This design comes from an exercise in tuning for a short achievable clock period and few clock cycles on the open sky130 flow, not from production work. Function was checked by simulation only, so behaviour that the tests miss may differ from the original. Power is estimated from default activity; no workload was simulated.

### config.mk
export PLATFORM = sky130hd
export DESIGN_NAME = bsr_scheduler_top
export DESIGN_NICKNAME = bsr_scheduler_top
export VERILOG_FILES = /design/flow/design.v
export SDC_FILE = /design/flow/constraint.sdc
export NUM_CORES = 4
export LEC_CHECK = 0
export ABC_CLOCK_PERIOD_IN_PS = 1800
export CAP_MARGIN = 20
export CORE_MARGIN = 2
export CORE_UTILIZATION = 40
export SETUP_SLACK_MARGIN = 3.2
export SLEW_MARGIN = 20
### constraint.sdc
create_clock -name core_clock -period 5.0 [get_ports {clk}]
set_input_delay 1.0000 -clock core_clock [delete_from_list [all_inputs] [get_ports {clk}]]
set_output_delay 1.0000 -clock core_clock [all_outputs]
set_load 0.01 [all_outputs]
### design.v
`default_nettype none
package bsr_pkg;
    typedef enum logic [3:0] {
        IDLE,          
        ROW_PTR_LO,    
        ROW_PTR_HI,    
        CHECK_EMPTY,   
        COL_IDX,       
        LOAD_INIT,     
        LOAD,          
        LOAD_DRAIN,    
        SEND,          
        WAIT_DONE,     
        NEXT_BLOCK,    
        NEXT_ROW,      
        FINISH         
    } sched_state_e;
endpackage
`default_nettype wire
`timescale 1ns/100ps
`default_nettype none
module bsr_scheduler_top (
    input  wire logic                       clk,
    input  wire logic                       rst_n,
    input  wire logic                       start,
    input  wire logic [16-1:0]      cfg_num_block_rows,
    output logic                            row_ptr_rd_en,
    output logic [16-1:0]           row_ptr_rd_addr,
    input  wire logic [32-1:0]      row_ptr_rd_data,
    output logic                            col_idx_rd_en,
    output logic [32-1:0]           col_idx_rd_addr,
    input  wire logic [16-1:0]      col_idx_rd_data,
    output logic                            block_rd_en,
    output logic [32-1:0]           block_rd_addr,
    input  wire logic [8-1:0]     block_rd_data,
    output logic                            systolic_valid,
    output logic [64*8-1:0] systolic_block,
    output logic [16-1:0]           systolic_block_row,
    output logic [16-1:0]           systolic_block_col,
    input  wire logic                       systolic_ready,
    input  wire logic                       systolic_done,
    output logic                            done,
    output logic                            busy,
    output logic [32-1:0]           blocks_processed
);
    logic                   rd_on;       
    logic                   run;         
    logic                   done_r;
    logic                   init;        
    logic                   init_ok;     
    logic [16-1:0]  num_rows;
    logic [16-1:0]  w_row;       
    logic [16-1:0]  rp_addr;     
    logic                   rp_good;     
    logic                   w_last;      
    logic [32-1:0]  w_end;       
    logic                   w_end_v;
    logic                   w_eq;        
    logic [32-1:0]  w_blk;       
    logic [32-1:0]  w_blk1;      
    logic                   w_fin;       
    logic                   l_act;
    logic [32-1:0]  rd_addr;     
    logic [6-1:0] prev_sel;  
    logic                   prev_v;
    logic                   full;        
    logic                   valid_r;
    logic                   in_array;
    logic [32-1:0]  count;
    logic [8-1:0] blk_mem [64];
    wire start_acc = start && !run && !done_r;
    wire handover  = valid_r && systolic_ready;
    wire rejected  = prev_v && full && !handover;
    wire in_byte   = l_act && prev_v;
    wire keep0     = in_byte && (!full || handover);
    wire last_byte = in_byte && !full && (prev_sel == 6'(64 - 1));
    wire w_has     = w_end_v && !w_eq;            
    wire w_step    = w_end_v && w_eq && !w_fin;
    wire offer     = w_has && (last_byte || (full && !valid_r));
    wire finish    = w_fin && !valid_r && (!in_array || systolic_done);
    always_ff @(posedge clk or negedge rst_n) begin
        if (!rst_n) begin
            rd_on     <= 1'b0;
            run       <= 1'b0;
            done_r    <= 1'b0;
            init      <= 1'b0;
            init_ok   <= 1'b0;
            num_rows  <= '0;
            w_row     <= '0;
            rp_addr   <= '0;
            rp_good   <= 1'b0;
            w_last    <= 1'b0;
            w_end     <= '0;
            w_end_v   <= 1'b0;
            w_eq      <= 1'b0;
            w_blk     <= '0;
            w_fin     <= 1'b0;
            l_act     <= 1'b0;
            prev_v    <= 1'b0;
            full      <= 1'b0;
            valid_r   <= 1'b0;
            in_array  <= 1'b0;
            count     <= '0;
        end else begin
            rd_on   <= 1'b1;
            rp_good <= 1'b1;
            done_r  <= 1'b0;
            if (start_acc) begin
                run      <= 1'b1;
                init     <= 1'b1;
                init_ok  <= rd_on;             
                num_rows <= cfg_num_block_rows;
                w_row    <= '0;
                rp_addr  <= rd_on ? 16'(1) : '0;
                rp_good  <= 1'b0;
                w_last   <= (cfg_num_block_rows == 16'(1));
                w_end_v  <= 1'b0;
                w_fin    <= 1'b0;
                l_act    <= 1'b0;
                prev_v   <= 1'b0;
                full     <= 1'b0;
                valid_r  <= 1'b0;
                in_array <= 1'b0;
                count    <= '0;
            end else if (run) begin
                if (init) begin
                    if (init_ok) begin
                        init      <= 1'b0;
                        w_blk     <= row_ptr_rd_data;
                        l_act     <= 1'b1;
                        prev_v    <= 1'b0;
                    end else begin
                        init_ok <= 1'b1;
                        rp_addr <= 16'(1);
                        rp_good <= 1'b0;
                    end
                end else begin
                    if (!w_end_v) begin
                        if (rp_good) begin
                            w_end   <= row_ptr_rd_data;
                            w_end_v <= 1'b1;
                            w_eq    <= (row_ptr_rd_data == w_blk);
                        end
                    end else if (w_step) begin
                        if (w_last) begin
                            w_fin <= 1'b1;
                        end else begin
                            w_row   <= w_row + 1'b1;
                            rp_addr <= rp_addr + 1'b1;
                            w_last  <= (rp_addr + 1'b1 == num_rows);
                            rp_good <= 1'b0;
                            w_end_v <= 1'b0;
                        end
                    end else if (offer) begin
                        w_blk <= w_blk1;
                        w_eq  <= (w_end == w_blk1);
                    end
                    prev_v <= !rejected;
                    if (last_byte) full <= 1'b1;
                    if (offer) valid_r <= 1'b1;
                    if (handover) begin
                        valid_r  <= 1'b0;
                        full     <= 1'b0;
                        in_array <= 1'b1;
                        count    <= count + 1'b1;
                    end else if (systolic_done) begin
                        in_array <= 1'b0;
                    end
                    if (finish) begin
                        run     <= 1'b0;
                        done_r  <= 1'b1;
                        rp_addr <= '0;             
                        l_act   <= 1'b0;
                    end
                end
            end
        end
    end
    always_ff @(posedge clk) begin
        w_blk1   <= w_blk + 1'b1;
        prev_sel <= rd_addr[6-1:0];
        if (init) begin
            rd_addr <= {row_ptr_rd_data[32-6-1:0], 6'(0)};
        end else if (rejected) begin
            rd_addr <= {rd_addr[32-1:6], 6'(0)};
        end else begin
            rd_addr <= rd_addr + 1'b1;
        end
        if (keep0 && prev_sel == '0) blk_mem[0] <= block_rd_data;
        for (int k = 1; k < 64; k++) begin
            if (in_byte && prev_sel == 6'(k)) blk_mem[k] <= block_rd_data;
        end
        if (last_byte) systolic_block_col <= col_idx_rd_data;   
        if (offer) systolic_block_row <= w_row;
    end
    always_comb begin
        for (int k = 0; k < 64; k++) begin
            systolic_block[k*8 +: 8] = blk_mem[k];
        end
    end
    assign row_ptr_rd_en    = rd_on;
    assign row_ptr_rd_addr  = rp_addr;
    assign col_idx_rd_en    = rd_on;
    assign col_idx_rd_addr  = w_blk;
    assign block_rd_en      = rd_on;
    assign block_rd_addr    = rd_addr;
    assign systolic_valid   = valid_r;
    assign done             = done_r;
    assign busy             = run;
    assign blocks_processed = count;
endmodule
`default_nettype wire
### run.sh
#!/bin/bash
# synth_recipe.tcl (not shown) runs the flow's synth.tcl, then flattens the netlist and writes it again
# the make line also repeats each setting of config.mk as NAME=value (left out here)
make -C /OpenROAD-flow-scripts/flow DESIGN_CONFIG=/design/flow/config.mk WORK_HOME=/design/flow/orfs CLKGATE_MAP_FILE= SYNTH_SCRIPT=/design/flow/synth_recipe.tcl finish
==> flow_summary_export.csv <==
group,metric,value,unit
run_status,status,"no timing/DRC/antenna violations",
pwr,total_power,0.0205,W
routing,drc_errors,0,
timing,timing.slew.headroom,39.5,%
clocking,cts.path.max_buffers,3,
setup_path,crit_family,"flip-flops",
synth,yosysMostFrequentCell,"edfxtp_1",
clocking,cts_max_level,3,
timing,fmax,0.431,GHz
setup_path,cp_cell_sequence,"buf_2",
synth,synth_edf_count,570,
clocking,clk_pin_slew_worst_paths,0.06,ns
timing,rsz0062_at_grt,"true",
synth,ys_seq_area_share,77.6,%
pwr,powerDensity,486,nW/um^2
setup_path,critPathCaptureType,"primary output",
cells_and_area,n_antenna_cell,0,
clocking,cts_buffers,82,
place,port-buffer-count,738,
cells_and_area,ff_latch_area,22100,um^2
routing,ant_nets,0,
timing,worst_slack,2.68,ns
synth,synthTopCellsByCount,"edfxtp_1, dfrtp_1, nor2_1",
routing,wl_met1,38.4,mm
routing,via_per_inst,5.14,
timing,whs,0.267,ns
cells_and_area,drive_gt1_share,51.0,%
clocking,cts_tree,"built",
synth,netlist.area_leader.share,60.5,%
floorplanning,fp.dieH,270,um
synth,dominantRegCellSynth,"edfxtp_1",
setup_path,cp_num_buf_inv,1,
place,pre_cts_ws,1.45,ns
floorplanning,dieArea,72900,um^2
synth,synth_seq_cells,773,
cells_and_area,finalInstanceArea,42100,um^2
floorplanning,core_area,70000,um^2
routing,dr.pass1.iters,6,
worst_hold_path,hold_path.class,"primary input to async pin",
setup_path,crit_fanout,2,
pwr,ir_drop,0.000336,V
floorplanning,rows,97,
timing,finClkSkew,0.0283,ns
clocking,holdBufCountCts,0,
synth,async_flop_share,20.6,%
synth,yosysTopAreaCell,"edfxtp_1",
setup_path,max_stage_delay,0.49,ns
synth,syn-cell-area,28300,um^2
floorplanning,start_util,40.4,%
timing,slew_viol_final,0,
setup_path,crit_path_start_kind,"flop",
synth,yosysWarnings,2,
global_route,grt_overflow_total,0,
routing,routed.top_layer,"met5",
place,dpl_cell_area,37000,um^2
timing,hold_viol,0,
routing,dr_wl_met3,7.48,mm
clocking,root_buffer,"clkbuf_16",
global_route,grt_pass1_vias,19686,
routing,drtIter0Drc,1733,
setup_path,slowest_stage,"edfxtp_1",
routing,vias,19907,
global_route,grt_max_degree,108,
clocking,clock-sinks,773,
synth,synth_fp_nets,1864,
timing,setup_viol,0,
cells_and_area,multi_input_comb_area,7770,um^2
place,finalWeightedCongestion,0.858,
synth,syn_area_per_cell,15.9,um^2
floorplanning,pin_count,739,
routing,wl_per_cell,26.3,um
cells_and_area,synthToLayoutAreaGrowth,48.8,%
global_route,grt_usage,26.7,%
floorplanning,fp.dieW,270,um
run,cap_violations,0,
setup_path,worstPathRequired,4.00,ns
synth,synth_area_leaders,"edfxtp_1, dfrtp_1, dfxtp_1",
cells_and_area,n_fill_cell,5489,
clocking,worstSkewPairLatency,0.64,ns
global_route,grt_antenna_before_repair,5,
timing,period_minus_slack,2.32,ns
routing,wl_met2,53.2,mm
place,dp_hpwl,65.5,mm
synth,synth_cell_types,66,
setup_path,critical_path_arrival,1.32,ns
global_route,grt_pass1_wl,143,mm
pwr,p_leak,16.7,nW
cells_and_area,nets,2952,
timing,finalCritPeriodShare,46.4,%
timing,fin_tns_setup,0,ns
synth,synthCells,1782,
routing,drt_wl_total,102,mm
timing,worst_slew_pin_slew,0.908,ns
setup_path,crit_type,"flop to primary output",
-- layout make-up --
| class | count | area share [%] |
|---|---|---|
| flip-flops and latches | 773 | 52.4 |
| repair buffers | 1052 | 19.8 |
| multi-input cells | 924 | 18.4 |
| clock buffers | 108 | 5.27 |
| well taps | 940 | 2.79 |
| clock inverters | 41 | 0.906 |
| inverters | 37 | 0.339 |
-- cell usage in the layout (no fill, tap or decap), types with 10 or more instances in the layout --
cell,Yosys,routed
nand2_1,142,121
buf_6,2,208
o21ai_1,2,22
clkbuf_16,0,92
xnor2_1,91,73
xnor2_2,0,17
clkinv_2,0,14
a21oi_2,0,11
nor2_1,157,80
buf_4,5,220
o21ai_2,1,10
mux2_2,40,24
dfrtp_2,0,61
inv_1,37,36
dfrtp_1,159,98
clkinv_1,0,11
nand3_2,0,13
mux2_4,19,35
xor2_1,93,86
dfxtp_1,44,34
nand4_1,41,41
edfxtp_1,570,570
clkdlybuf4s50_1,0,46
nand2_2,1,12
nor2_4,0,70
o21ai_0,80,47
and3_1,20,11
buf_2,13,506
buf_12,0,29
dlymetal6s2s_1,0,13
nand3_1,49,30
a21oi_1,24,12
clkbuf_1,31,20
-- registers in the layout, summed over array words and instances, names as in the netlist, 6 cells and up --
register            flops
systolic_block_row     16
rd_addr                32
w_blk1                 32
blk_mem               512
prev_sel                6
systolic_block_col     16
rp_addr                16
w_row                  16
w_blk                  32
w_end                  32
count                  32
num_rows               16
-- cells by family after synthesis --
group | Yosys count | synth area share (%)
other cells | 1 | 0.0132
buf+inv | 92 | 1.40
compound gates | 148 | 3.11
fa+ha+maj | 5 | 0.221
mux | 68 | 2.92
simple gates | 511 | 9.00
flops | 773 | 77.6
xor+xnor | 184 | 5.69
-- where the power goes --
group          leakage [nW]  switching [W]  internal, W
Sequential             7.49       0.000689      0.00768
Combinational          7.94        0.00311      0.00310
Clock                  1.27        0.00258      0.00332
-- metal layers --
metal | global-route usage (%) | up-vias
li1 | - | 8720
met1 | 32.5 | 10188
met2 | 47.4 | 823
met3 | 6.40 | 170
met4 | 7.35 | 6
met5 | 0 | -
-- final timing paths --
kind / start / endpoint / slack, ns / cells after the start
min: rst_n / count[25] / 0.27 / 1
max: rd_addr[29] / block_rd_addr[29] / 2.68 / 1
max in group asynchronous: rst_n / w_blk[7] / 3.61 / 3
max reg2reg: rd_addr[14] / rd_addr[30] / 2.88 / 10
min in group core_clock: rd_addr[3] / prev_sel[3] / 0.42 / 0
min reg2reg: rd_addr[3] / prev_sel[3] / 0.42 / 0
-- metrics by stage --
step,cells,util (%)
6_report,3875,60.2
5_1_grt,3875,60.2
4_1_cts,3780,57.1
3_5_place_dp,3426,52.9
3_3_place_gp,3426,52.9
2_1_floorplan,1782,-
-- what timing repair did --
action,in CTS,in global routing
gates cloned,13,11
pin swaps,60,94
endpoints found under the setup margin,1587,1281
gates resized for setup,3207,282
setup buffers,192,83
Testbench counts, summed over its fixed seeds: cycles 52,706.

static timing again, ports no longer ideal:
How much do the figures lean on ideal ports? The routed layout below was timed once more, with nothing changed but the port constraints.
Step 1 assumes that a clkbuf_16 drives the clock port and a buf_2 every other input.
Step 2 moves the port delays by t, midway between the first and last clock arrival at a register: inputs arrive t later, outputs are due t later. That takes back most of the time a late clock gives input paths.
a / b / c = ideal / step 1 / step 2; a / b = the first two.
shift t [ns]: 0.686
slack for setup (ns): 2.682 / 2.619 / 2.342
clock arrival spread, ns: 0.028 / 0.028
pins driven straight from the clock port: 1
After both steps this run still meets setup and hold. For this run, drivers alone change the setup slack by -0.063 ns; drivers and shift together by -0.340 ns.
